What follows belongs to an exercise in optimizing a design on an open flow for small area; a production flow would make more cautious choices.
The RTL was checked by simulation tests, not by an equivalence proof against the original design.
Power and IR drop assume default switching activity.

==> 02-18: inputs <==
==> flow/design.v <==
`default_nettype none
package isb_pkg;
    localparam int TU_ENTRIES = 4;
    localparam int TU_IDX_W = 2;
    localparam int PS_ENTRIES = 32;
    localparam int PS_IDX_W = 5;
    localparam int SP_ENTRIES = 8;
    localparam int SP_SLOTS = 4;
    localparam int SP_IDX_W = 3;
    localparam int SLOT_W = 2;
    localparam int SA_SPACE = 32;
    localparam int STREAM_CHUNK = 16;
    localparam int CONF_MAX = 3;
    typedef logic [15:0] pc_t;
    typedef logic [15:0] paddr_t;
    typedef logic [5:0] saddr_t;
    typedef logic [1:0] conf_t;
    typedef struct packed {
        logic   valid;
        paddr_t tag;
        saddr_t sa;
        conf_t  conf;
    } ps_entry_t;
endpackage
`default_nettype wire
`default_nettype none
module isb_top (
    input  logic            clk,
    input  logic            rst_i,
    input  logic            access_v_i,
    input  isb_pkg::pc_t    access_pc_i,
    input  isb_pkg::paddr_t access_addr_i,
    output logic            prefetch_v_o,
    output isb_pkg::paddr_t prefetch_addr_o
);
    logic [3:0]  tu_valid;
    logic [15:0] tu_pc [4];
    logic [15:0] tu_last [4];
    logic [3:0]  c_hit;          
    logic [4:0]  c_sa [4];       
    logic        dup [4][4];
    logic        xdup [4][4];
    logic        l01, l02, l03, l12, l13, l23;
    logic [3:0]  pc_match;
    logic [3:0]  idx_eq;         
    logic [3:0]  addr_eq;        
    logic [3:0]  victim;
    logic [3:0]  use_oh;
    logic        tu_hit;
    logic [15:0] last;
    logic [3:0]  dup_h;          
    logic [3:0]  xdup_h;         
    logic        ia_eq_ib;
    always_comb begin
        for (int i = 0; i < 4; i++) begin
            pc_match[i] = tu_valid[i] && tu_pc[i] == access_pc_i;
            idx_eq[i] = tu_last[i][4:0] == access_addr_i[4:0];
            addr_eq[i] = idx_eq[i] && tu_last[i][15:5] == access_addr_i[15:5];
        end
    end
    assign tu_hit = |pc_match;
    assign victim[0] = l01 & l02 & l03;
    assign victim[1] = ~l01 & l12 & l13;
    assign victim[2] = ~l02 & ~l12 & l23;
    assign victim[3] = ~l03 & ~l13 & ~l23;
    assign use_oh = tu_hit ? pc_match : victim;
    always_comb begin
        last = '0;
        a_hit = 1'b0;
        a_sa = '0;
        ia_eq_ib = 1'b0;
        for (int i = 0; i < 4; i++) begin
            last = last | (tu_last[i] & {16{pc_match[i]}});
            a_hit = a_hit | (c_hit[i] & pc_match[i]);
            a_sa = a_sa | (c_sa[i] & {5{pc_match[i]}});
            ia_eq_ib = ia_eq_ib | (idx_eq[i] & pc_match[i]);
        end
        for (int i = 0; i < 4; i++) begin
            dup_h[i] = 1'b0;
            xdup_h[i] = 1'b0;
            for (int j = 0; j < 4; j++) begin
                if (j != i) begin
                    dup_h[i] = dup_h[i] | (dup[i][j] & pc_match[j]);
                    xdup_h[i] = xdup_h[i] | (xdup[i][j] & pc_match[j]);
                end
            end
        end
    end
    always_ff @(posedge clk) begin
        if (rst_i) begin
            tu_valid <= '0;
            {l01, l02, l03, l12, l13, l23} <= 6'b111111;
        end else if (access_v_i) begin
            tu_valid <= tu_valid | use_oh;
            if (use_oh[0]) begin l01 <= 1'b0; l02 <= 1'b0; l03 <= 1'b0; end
            if (use_oh[1]) begin l01 <= 1'b1; l12 <= 1'b0; l13 <= 1'b0; end
            if (use_oh[2]) begin l02 <= 1'b1; l12 <= 1'b1; l23 <= 1'b0; end
            if (use_oh[3]) begin l03 <= 1'b1; l13 <= 1'b1; l23 <= 1'b1; end
        end
    end
    logic [1:0]  ps_conf [32];
    logic [10:0] ps_tag [32];
    logic [4:0]  ps_sa [32];
    logic        p0_v, p1_v;
    logic [15:0] p0_a, p1_a;
    logic [31:0] sel_b;
    logic        sh_b;
    logic [10:0] b_tag;
    logic        sh0b, sh1b;
    logic        a_hit, b_hit;
    logic [4:0]  a_sa, b_sa;
    logic [1:0]  b_conf;
    assign sh0b = p0_v && p0_a[4:0] == access_addr_i[4:0];
    assign sh1b = p1_v && p1_a[4:0] == access_addr_i[4:0];
    assign sh_b = sh0b || sh1b;
    always_comb begin
        b_conf = {2{sh_b}};
        b_tag = (p0_a[15:5] & {11{sh0b}}) | (p1_a[15:5] & {11{sh1b}});
        b_sa = {sh1b, 4'd0};
        for (int e = 0; e < 32; e++) begin
            sel_b[e] = access_addr_i[4:0] == 5'(e);
            b_conf = b_conf | (ps_conf[e] & {2{sel_b[e] & !sh_b}});
            b_tag = b_tag | (ps_tag[e] & {11{sel_b[e] & !sh_b}});
            b_sa = b_sa | (ps_sa[e] & {5{sel_b[e] & !sh_b}});
        end
    end
    assign b_hit = b_conf != 2'd0 && b_tag == access_addr_i[15:5];
    logic [1:0]  ns;             
    logic        train;
    logic        do_alloc;
    logic        map_b_req;
    logic        ctr_b;
    logic [5:0]  a_succ;
    logic [5:0]  b_tgt;
    logic [1:0]  b_conf_new;
    logic        map_a;
    logic        map_b;
    logic        wr_b;
    logic [4:0]  wr_sa;
    logic [1:0]  wr_conf;
    logic        a_eff;          
    assign train = access_v_i && tu_hit && !(|(pc_match & addr_eq));
    assign a_succ = {1'b0, a_sa} + 6'd1;
    always_comb begin
        do_alloc = 1'b0;
        map_b_req = 1'b0;
        ctr_b = 1'b0;
        b_tgt = a_succ;
        b_conf_new = b_conf;
        if (train) begin
            case ({a_hit, b_hit})
                2'b00: begin
                    do_alloc = 1'b1;
                    map_b_req = 1'b1;
                    b_tgt = {ns == 2'd2, ns == 2'd1, 4'd1};
                end
                2'b01: begin
                    do_alloc = 1'b1;
                    if (b_conf == 2'd1) begin
                        map_b_req = 1'b1;
                        b_tgt = {ns == 2'd2, ns == 2'd1, 4'd1};
                    end else begin
                        ctr_b = 1'b1;
                        b_conf_new = b_conf - 2'd1;
                    end
                end
                2'b10: begin
                    map_b_req = 1'b1;
                end
                default: begin
                    if ({1'b0, b_sa} == a_succ) begin
                        ctr_b = 1'b1;
                        if (b_conf != 2'd3) begin
                            b_conf_new = b_conf + 2'd1;
                        end
                    end else if (b_conf == 2'd1) begin
                        map_b_req = 1'b1;
                    end else begin
                        ctr_b = 1'b1;
                        b_conf_new = b_conf - 2'd1;
                    end
                end
            endcase
        end
    end
    assign map_a = do_alloc && ns != 2'd2;
    assign map_b = map_b_req && !b_tgt[5];
    assign wr_b = map_b || ctr_b;
    assign wr_sa = map_b ? b_tgt[4:0] : b_sa;
    assign wr_conf = map_b ? 2'd3 : b_conf_new;
    assign a_eff = map_a && !(wr_b && ia_eq_ib);
    always_ff @(posedge clk) begin
        if (rst_i) begin
            ns <= 2'd0;
        end else if (map_a) begin
            ns <= ns + 2'd1;
        end
    end
    always_ff @(posedge clk) begin
        for (int e = 0; e < 32; e++) begin
            if (rst_i) begin
                ps_conf[e] <= 2'd0;
            end else if (wr_b && sel_b[e]) begin
                ps_conf[e] <= wr_conf;
            end
            if (wr_b && sel_b[e]) begin
                ps_tag[e] <= access_addr_i[15:5];
                ps_sa[e] <= wr_sa;
            end
        end
    end
    always_ff @(posedge clk) begin
        for (int i = 0; i < 4; i++) begin
            if (access_v_i && use_oh[i]) begin
                tu_pc[i] <= access_pc_i;
                tu_last[i] <= access_addr_i;
                c_hit[i] <= wr_b || (b_hit && !(a_eff && ia_eq_ib));
                c_sa[i] <= wr_b ? wr_sa : b_sa;
                for (int j = 0; j < 4; j++) begin
                    if (j != i) begin
                        dup[i][j] <= addr_eq[j];
                        dup[j][i] <= addr_eq[j];
                        xdup[i][j] <= idx_eq[j];
                        xdup[j][i] <= idx_eq[j];
                    end
                end
            end else if (wr_b && idx_eq[i]) begin
                c_hit[i] <= addr_eq[i];
                c_sa[i] <= wr_sa;
            end else if (a_eff && xdup_h[i]) begin
                c_hit[i] <= dup_h[i];
                c_sa[i] <= {ns == 2'd1, 4'd0};
            end
        end
    end
    always_ff @(posedge clk) begin
        if (rst_i) begin
            p0_v <= 1'b0;
        end else if (map_a && ns == 2'd0) begin
            p0_v <= !(wr_b && ia_eq_ib);
        end else if ((wr_b && p0_a[4:0] == access_addr_i[4:0]) || (map_a && p0_a[4:0] == last[4:0])) begin
            p0_v <= 1'b0;
        end
        if (map_a && ns == 2'd0) begin
            p0_a <= last;
        end
    end
    always_ff @(posedge clk) begin
        if (rst_i) begin
            p1_v <= 1'b0;
        end else if (map_a && ns == 2'd1) begin
            p1_v <= !(wr_b && ia_eq_ib);
        end else if (wr_b && p1_a[4:0] == access_addr_i[4:0]) begin
            p1_v <= 1'b0;
        end
        if (map_a && ns == 2'd1) begin
            p1_a <= last;
        end
    end
    logic [15:0] sp_pa [1:31];
    logic [4:0]  m0;             
    logic [3:0]  m1;             
    logic [4:0]  s;
    assign s = b_tgt[4:0];
    always_ff @(posedge clk) begin
        for (int e = 1; e < 32; e++) begin
            if (e == 16 && map_a && ns == 2'd1) begin
                sp_pa[e] <= last;
            end else if (map_b && s == 5'(e)) begin
                sp_pa[e] <= access_addr_i;
            end
        end
    end
    always_ff @(posedge clk) begin
        if (map_a && ns == 2'd0) begin
            m0 <= {4'd0, map_b};
        end else if (map_b && s == m0 + 5'd1) begin
            m0 <= s;
        end
        if (map_a && ns == 2'd1) begin
            m1 <= {3'd0, map_b};
        end else if (map_b && ns == 2'd2 && s[4] && {1'b0, s[3:0]} == {1'b0, m1} + 5'd1) begin
            m1 <= s[3:0];
        end
    end
    logic [4:0]  rd;
    logic        rd_v;
    logic        fire;
    logic [15:0] rd_pa;
    assign rd = b_sa + 5'd1;
    assign rd_v = b_sa != 5'd31
                  && ((ns != 2'd0 && rd <= m0) || (ns == 2'd2 && rd[4] && rd[3:0] <= m1));
    assign fire = access_v_i && b_hit && rd_v;
    always_comb begin
        rd_pa = '0;
        for (int e = 1; e < 32; e++) begin
            rd_pa = rd_pa | (sp_pa[e] & {16{rd == 5'(e)}});
        end
    end
    always_ff @(posedge clk) begin
        if (rst_i) begin
            prefetch_v_o <= 1'b0;
        end else begin
            prefetch_v_o <= fire;
        end
    end
    always_ff @(posedge clk) begin
        prefetch_addr_o <= rd_pa;
    end
endmodule
`default_nettype wire
==> flow/flow/run.sh <==
#!/bin/bash
set -euo pipefail
cat >> config.mk <<'EOC'
export CTS_ARGS = -sink_clustering_enable -repair_clock_nets -dont_use_dummy_load -buf_list sky130_fd_sc_hd__clkbuf_8 -sink_clustering_size 14 -sink_clustering_max_diameter 60
export BUFFER_PORTS_ARGS = -buffer_cell sky130_fd_sc_hd__buf_1
export GPL_KEEP_OVERFLOW = 0
EOC
bash standard.sh > standard.log 2>&1
==> flow/standard.sh <==
#!/bin/bash
# synth_recipe.tcl (not shown) runs the flow's synth.tcl, then flattens the netlist and writes it again
# the make line also repeats each setting of config.mk as NAME=value (left out here)
make -C /OpenROAD-flow-scripts/flow DESIGN_CONFIG=/design/flow/config.mk WORK_HOME=/design/flow/orfs CLKGATE_MAP_FILE= SYNTH_SCRIPT=/design/flow/synth_recipe.tcl "${@:-finish}"
==> flow/config.mk <==
export PLATFORM = sky130hd
export DESIGN_NAME = isb_top
export DESIGN_NICKNAME = isb_top
export VERILOG_FILES = /design/flow/design.v
export SDC_FILE = /design/flow/constraint.sdc
export NUM_CORES = 4
export LEC_CHECK = 0
export CAP_MARGIN = 20
export CORE_MARGIN = 2
export CORE_UTILIZATION = 65
export PLACE_DENSITY = 0.75
export SLEW_MARGIN = 20
export CTS_ARGS = -sink_clustering_enable -repair_clock_nets -dont_use_dummy_load -buf_list sky130_fd_sc_hd__clkbuf_8 -sink_clustering_size 14 -sink_clustering_max_diameter 60
export BUFFER_PORTS_ARGS = -buffer_cell sky130_fd_sc_hd__buf_1
export GPL_KEEP_OVERFLOW = 0
==> flow/constraint.sdc <==
create_clock -name core_clock -period 10.0 [get_ports {clk}]
set_input_delay 2.0000 -clock core_clock [delete_from_list [all_inputs] [get_ports {clk}]]
set_output_delay 2.0000 -clock core_clock [all_outputs]
set_load 0.01 [all_outputs]
==> 06-14 (differences from 02-18) <==
==> flow/design.v, changed modules only <==
module isb_top (
    input  logic            clk,
    input  logic            rst_i,
    input  logic            access_v_i,
    input  isb_pkg::pc_t    access_pc_i,
    input  isb_pkg::paddr_t access_addr_i,
    output logic            prefetch_v_o,
    output isb_pkg::paddr_t prefetch_addr_o
);
    logic [3:0]  tu_valid;
    logic [15:0] tu_pc [4];
    logic [15:0] tu_last [4];
    logic        l01, l02, l03, l12, l13, l23;
    logic [3:0]  pc_match;
    logic [3:0]  victim;
    logic [3:0]  use_oh;
    logic        tu_hit;
    logic [15:0] last;
    always_comb begin
        for (int i = 0; i < 4; i++) begin
            pc_match[i] = tu_valid[i] && tu_pc[i] == access_pc_i;
        end
    end
    assign tu_hit = |pc_match;
    assign victim[0] = l01 & l02 & l03;
    assign victim[1] = ~l01 & l12 & l13;
    assign victim[2] = ~l02 & ~l12 & l23;
    assign victim[3] = ~l03 & ~l13 & ~l23;
    assign use_oh = tu_hit ? pc_match : victim;
    always_comb begin
        last = '0;
        for (int i = 0; i < 4; i++) begin
            last = last | (tu_last[i] & {16{pc_match[i]}});
        end
    end
    always_ff @(posedge clk) begin
        if (rst_i) begin
            tu_valid <= '0;
            {l01, l02, l03, l12, l13, l23} <= 6'b111111;
        end else if (access_v_i) begin
            tu_valid <= tu_valid | use_oh;
            if (use_oh[0]) begin l01 <= 1'b0; l02 <= 1'b0; l03 <= 1'b0; end
            if (use_oh[1]) begin l01 <= 1'b1; l12 <= 1'b0; l13 <= 1'b0; end
            if (use_oh[2]) begin l02 <= 1'b1; l12 <= 1'b1; l23 <= 1'b0; end
            if (use_oh[3]) begin l03 <= 1'b1; l13 <= 1'b1; l23 <= 1'b1; end
        end
    end
    always_ff @(posedge clk) begin
        for (int i = 0; i < 4; i++) begin
            if (access_v_i && use_oh[i]) begin
                tu_pc[i] <= access_pc_i;
                tu_last[i] <= access_addr_i;
            end
        end
    end
    logic [1:0]  ps_conf [32];
    logic [10:0] ps_tag [32];
    logic [4:0]  ps_sa [32];
    logic        p0_v, p1_v;
    logic [15:0] p0_a, p1_a;
    logic [4:0]  ia, ib;
    logic        sh0a, sh1a, sh0b, sh1b;
    logic        a_hit, b_hit;
    logic [4:0]  a_sa, b_sa;
    logic [1:0]  b_conf;
    assign ia = last[4:0];
    assign ib = access_addr_i[4:0];
    assign sh0a = p0_v && p0_a[4:0] == ia;
    assign sh1a = p1_v && p1_a[4:0] == ia;
    assign sh0b = p0_v && p0_a[4:0] == ib;
    assign sh1b = p1_v && p1_a[4:0] == ib;
    assign a_hit = (sh0a || sh1a)
                   ? ((sh0a && p0_a[15:5] == last[15:5]) || (sh1a && p1_a[15:5] == last[15:5]))
                   : (ps_conf[ia] != 2'd0 && ps_tag[ia] == last[15:5]);
    assign b_hit = (sh0b || sh1b)
                   ? ((sh0b && p0_a[15:5] == access_addr_i[15:5]) || (sh1b && p1_a[15:5] == access_addr_i[15:5]))
                   : (ps_conf[ib] != 2'd0 && ps_tag[ib] == access_addr_i[15:5]);
    assign a_sa = sh1a ? 5'd16 : sh0a ? 5'd0 : ps_sa[ia];
    assign b_sa = sh1b ? 5'd16 : sh0b ? 5'd0 : ps_sa[ib];
    assign b_conf = (sh0b || sh1b) ? 2'd3 : ps_conf[ib];
    logic [1:0]  ns;             
    logic        train;
    logic        do_alloc;
    logic        map_b_req;
    logic        ctr_b;
    logic        ext;
    logic [5:0]  a_succ;
    logic [5:0]  b_tgt;
    logic [1:0]  b_conf_new;
    logic        map_a;
    logic        map_b;
    logic        wr_b;
    logic [4:0]  wr_sa;
    logic [1:0]  wr_conf;
    assign train = access_v_i && tu_hit && last != access_addr_i;
    assign a_succ = {1'b0, a_sa} + 6'd1;
    always_comb begin
        do_alloc = 1'b0;
        map_b_req = 1'b0;
        ctr_b = 1'b0;
        ext = 1'b0;
        b_tgt = a_succ;
        b_conf_new = b_conf;
        if (train) begin
            case ({a_hit, b_hit})
                2'b00: begin
                    do_alloc = 1'b1;
                    map_b_req = 1'b1;
                    b_tgt = {ns == 2'd2, ns == 2'd1, 4'd1};
                end
                2'b01: begin
                    do_alloc = 1'b1;
                    if (b_conf == 2'd1) begin
                        map_b_req = 1'b1;
                        b_tgt = {ns == 2'd2, ns == 2'd1, 4'd1};
                    end else begin
                        ctr_b = 1'b1;
                        b_conf_new = b_conf - 2'd1;
                    end
                end
                2'b10: begin
                    map_b_req = 1'b1;
                    ext = 1'b1;
                end
                default: begin
                    if ({1'b0, b_sa} == a_succ) begin
                        ctr_b = 1'b1;
                        if (b_conf != 2'd3) begin
                            b_conf_new = b_conf + 2'd1;
                        end
                    end else if (b_conf == 2'd1) begin
                        map_b_req = 1'b1;
                        ext = 1'b1;
                    end else begin
                        ctr_b = 1'b1;
                        b_conf_new = b_conf - 2'd1;
                    end
                end
            endcase
        end
    end
    assign map_a = do_alloc && ns != 2'd2;
    assign map_b = map_b_req && !b_tgt[5];
    assign wr_b = map_b || ctr_b;
    assign wr_sa = map_b ? b_tgt[4:0] : b_sa;
    assign wr_conf = map_b ? 2'd3 : b_conf_new;
    always_ff @(posedge clk) begin
        if (rst_i) begin
            ns <= 2'd0;
        end else if (do_alloc && ns != 2'd2) begin
            ns <= ns + 2'd1;
        end
    end
    always_ff @(posedge clk) begin
        for (int e = 0; e < 32; e++) begin
            if (rst_i) begin
                ps_conf[e] <= 2'd0;
            end else if (wr_b && ib == e) begin
                ps_conf[e] <= wr_conf;
            end
            if (wr_b && ib == e) begin
                ps_tag[e] <= access_addr_i[15:5];
                ps_sa[e] <= wr_sa;
            end
        end
    end
    always_ff @(posedge clk) begin
        if (rst_i) begin
            p0_v <= 1'b0;
        end else if (map_a && ns == 2'd0) begin
            p0_v <= !(wr_b && ib == ia);
        end else if ((wr_b && p0_a[4:0] == ib) || (map_a && p0_a[4:0] == ia)) begin
            p0_v <= 1'b0;
        end
        if (map_a && ns == 2'd0) begin
            p0_a <= last;
        end
    end
    always_ff @(posedge clk) begin
        if (rst_i) begin
            p1_v <= 1'b0;
        end else if (map_a && ns == 2'd1) begin
            p1_v <= !(wr_b && ib == ia);
        end else if (wr_b && p1_a[4:0] == ib) begin
            p1_v <= 1'b0;
        end
        if (map_a && ns == 2'd1) begin
            p1_a <= last;
        end
    end
    logic [15:0] sp_pa [1:31];
    logic [4:0]  m0;             
    logic [3:0]  m1;             
    logic [4:0]  s;
    assign s = b_tgt[4:0];
    always_ff @(posedge clk) begin
        for (int e = 1; e < 32; e++) begin
            if (e == 16 && map_a && ns == 2'd1) begin
                sp_pa[e] <= last;
            end else if (map_b && s == e) begin
                sp_pa[e] <= access_addr_i;
            end
        end
    end
    always_ff @(posedge clk) begin
        if (map_a && ns == 2'd0) begin
            m0 <= {4'd0, map_b};
        end else if (map_b && s == m0 + 5'd1) begin
            m0 <= s;
        end
        if (map_a && ns == 2'd1) begin
            m1 <= {3'd0, map_b};
        end else if (map_b && ns == 2'd2 && s[4] && {1'b0, s[3:0]} == {1'b0, m1} + 5'd1) begin
            m1 <= s[3:0];
        end
    end
    logic [4:0]  rd;
    logic        rd_v;
    logic        fire;
    assign rd = b_sa + 5'd1;
    assign rd_v = b_sa != 5'd31
                  && ((ns != 2'd0 && rd <= m0) || (ns == 2'd2 && rd[4] && rd[3:0] <= m1));
    assign fire = access_v_i && b_hit && rd_v;
    always_ff @(posedge clk) begin
        if (rst_i) begin
            prefetch_v_o <= 1'b0;
        end else begin
            prefetch_v_o <= fire;
        end
    end
    always_ff @(posedge clk) begin
        prefetch_addr_o <= sp_pa[rd];
    end
endmodule
==> flow/run.sh (new file) <==
#!/bin/bash
# synth_recipe.tcl (not shown) runs the flow's synth.tcl, then flattens the netlist and writes it again
# the make line also repeats each setting of config.mk as NAME=value (left out here)
make -C /OpenROAD-flow-scripts/flow DESIGN_CONFIG=/design/flow/config.mk WORK_HOME=/design/flow/orfs CLKGATE_MAP_FILE= SYNTH_SCRIPT=/design/flow/synth_recipe.tcl finish
BUFFER_PORTS_ARGS = not set   (was -buffer_cell sky130_fd_sc_hd__buf_1)
CORE_UTILIZATION = 40   (was 65)
CTS_ARGS = not set   (was -sink_clustering_enable -repair_clock_nets -dont_use_dummy_load -buf_list sky130_fd_sc_hd__clkbuf_8 -sink_clustering_size 14 -sink_clustering_max_diameter 60)
GPL_KEEP_OVERFLOW = not set   (was 0)
PLACE_DENSITY = not set   (was 0.75)
removed: flow/flow/run.sh
removed: flow/standard.sh
==> 05-03 (differences from 02-18) <==
==> flow/flow/run.sh (replaced) <==
#!/bin/bash
set -euo pipefail
cat >> config.mk <<'EOC'
export CTS_ARGS = -sink_clustering_enable -repair_clock_nets -dont_use_dummy_load -buf_list sky130_fd_sc_hd__clkbuf_8 -sink_clustering_size 16 -sink_clustering_max_diameter 45
export BUFFER_PORTS_ARGS = -buffer_cell sky130_fd_sc_hd__buf_1
EOC
bash standard.sh > standard.log 2>&1
CTS_ARGS = -sink_clustering_enable -repair_clock_nets -dont_use_dummy_load -buf_list sky130_fd_sc_hd__clkbuf_8 -sink_clustering_size 16 -sink_clustering_max_diameter 45   (was -sink_clustering_enable -repair_clock_nets -dont_use_dummy_load -buf_list sky130_fd_sc_hd__clkbuf_8 -sink_clustering_size 14 -sink_clustering_max_diameter 60)
GPL_KEEP_OVERFLOW = not set   (was 0)
==> summary.md <==
| Metric | Value |
|---|---|
| Compound-cell area share of the yosys netlist | a little under an eighth |
| Num sequential | 1308 |
| Dominant cells by area after synthesis | sky130_fd_sc_hd__edfxtp_1, sky130_fd_sc_hd__dfxtp_1, sky130_fd_sc_hd__a22oi_1 |
| Final-layout worst hold slack | approximately 0.46 ns |
| Vias in the first global route | about 35000 |
| Status | complete, no violations |
| Multi-input logic area | approximately 15000 µm² |
| Layout cell share with drive strength beyond 1 | 14.0% |
| CTS H-tree depth | 3 |
# the run above: 02-18

==> summary.md <==
| Metric | Value |
|---|---|
| Sequential cell power | just under 6 mW |
| Num sequential | between 1000 and 1500 |
| Multi-input logic area | 18300 µm² |
| Mapped Area | between 50000 and 60000 µm² |
| Busiest layer in global routing | met2 |
| Most frequent CP cell | sky130_fd_sc_hd__buf_4 |
| Final-layout worst hold slack | between 0.4 and 0.5 ns |
| Met2 Routed Length | between 100 and 150 mm |
| Status | complete, no violations |
| Compound-cell area share of the yosys netlist | between 10% and 20% |
| DPL Wire Length | 187 mm |
| CTS H-tree depth | 4 |
| Dominant cells by area after synthesis | sky130_fd_sc_hd__edfxtp_1, sky130_fd_sc_hd__a22oi_1, sky130_fd_sc_hd__dfxtp_1 |
| Setup repair after global routing missed its margin | no |
| Vias in the first global route | between 40000 and 50000 |
# the run above: 06-14

==> summary.md <==
| Metric | Value |
|---|---|
| Die extent in x | just under 300 µm |
| Worst reg2reg setup slack | about 3.2 ns |
| Vias in the first global route | approximately 35000 |
| Cell type of the slowest stage on the worst timing path | sky130_fd_sc_hd__nor4bb_4 |
| DPL Wire Length | roughly 120 mm |
| Dominant cells by area after synthesis | sky130_fd_sc_hd__edfxtp_1, sky130_fd_sc_hd__dfxtp_1, sky130_fd_sc_hd__a22oi_1 |
| Worst hold path type | flop to flop |
| Startpoint class of the critical path | input pin |
| Power in combinational cells | 925 µW |
| Final-layout worst hold slack | 0.460 ns |
| Layout cell share with drive strength beyond 1 | about 14% |
| Status | complete, no violations |
| Multi-input logic area | between 10000 and 15000 µm² |
| CTS H-tree depth | 4 |
| Worst Hold Path EP | ps_conf[14][1]$_SDFFE_PP0P_ |
| Met2 Routed Length | 77.9 mm |
# the run above: 05-03

[re-timing with driven ports]
The results above use ideal ports. As a check the final layouts listed here were re-extracted and re-timed, cells and wires unchanged. Step 1: set_driving_cell puts a clkbuf_16 on clk and a buf_2 on each other input, an assumption about the parent block. Step 2 also shifts input and output timing later by t, the mid clock arrival at the registers, as if the neighbouring blocks saw the same clock. a / b / c = ideal / step 1 / step 2; a / b = the first two.
run	t, ns	setup slack, ns	slew at the worst register clock pin (ns)	worst data-port slew with drivers (ns)	cell pins on the clock port's net
02-18	0.802	0.586 / 0.620 / -0.183	0.10 / 0.10	0.10	1
06-14	0.897	0.679 / 0.737 / -0.161	0.07 / 0.07	0.12	1
05-03	0.864	1.601 / 1.627 / 0.763	0.10 / 0.10	0.09	1
With both steps, setup timing fails in 02-18 and 06-14, where it was met with ideal ports. The setup slack of 06-14, which loses most, moves by +0.058 ns with the drivers and by -0.840 ns with both steps.
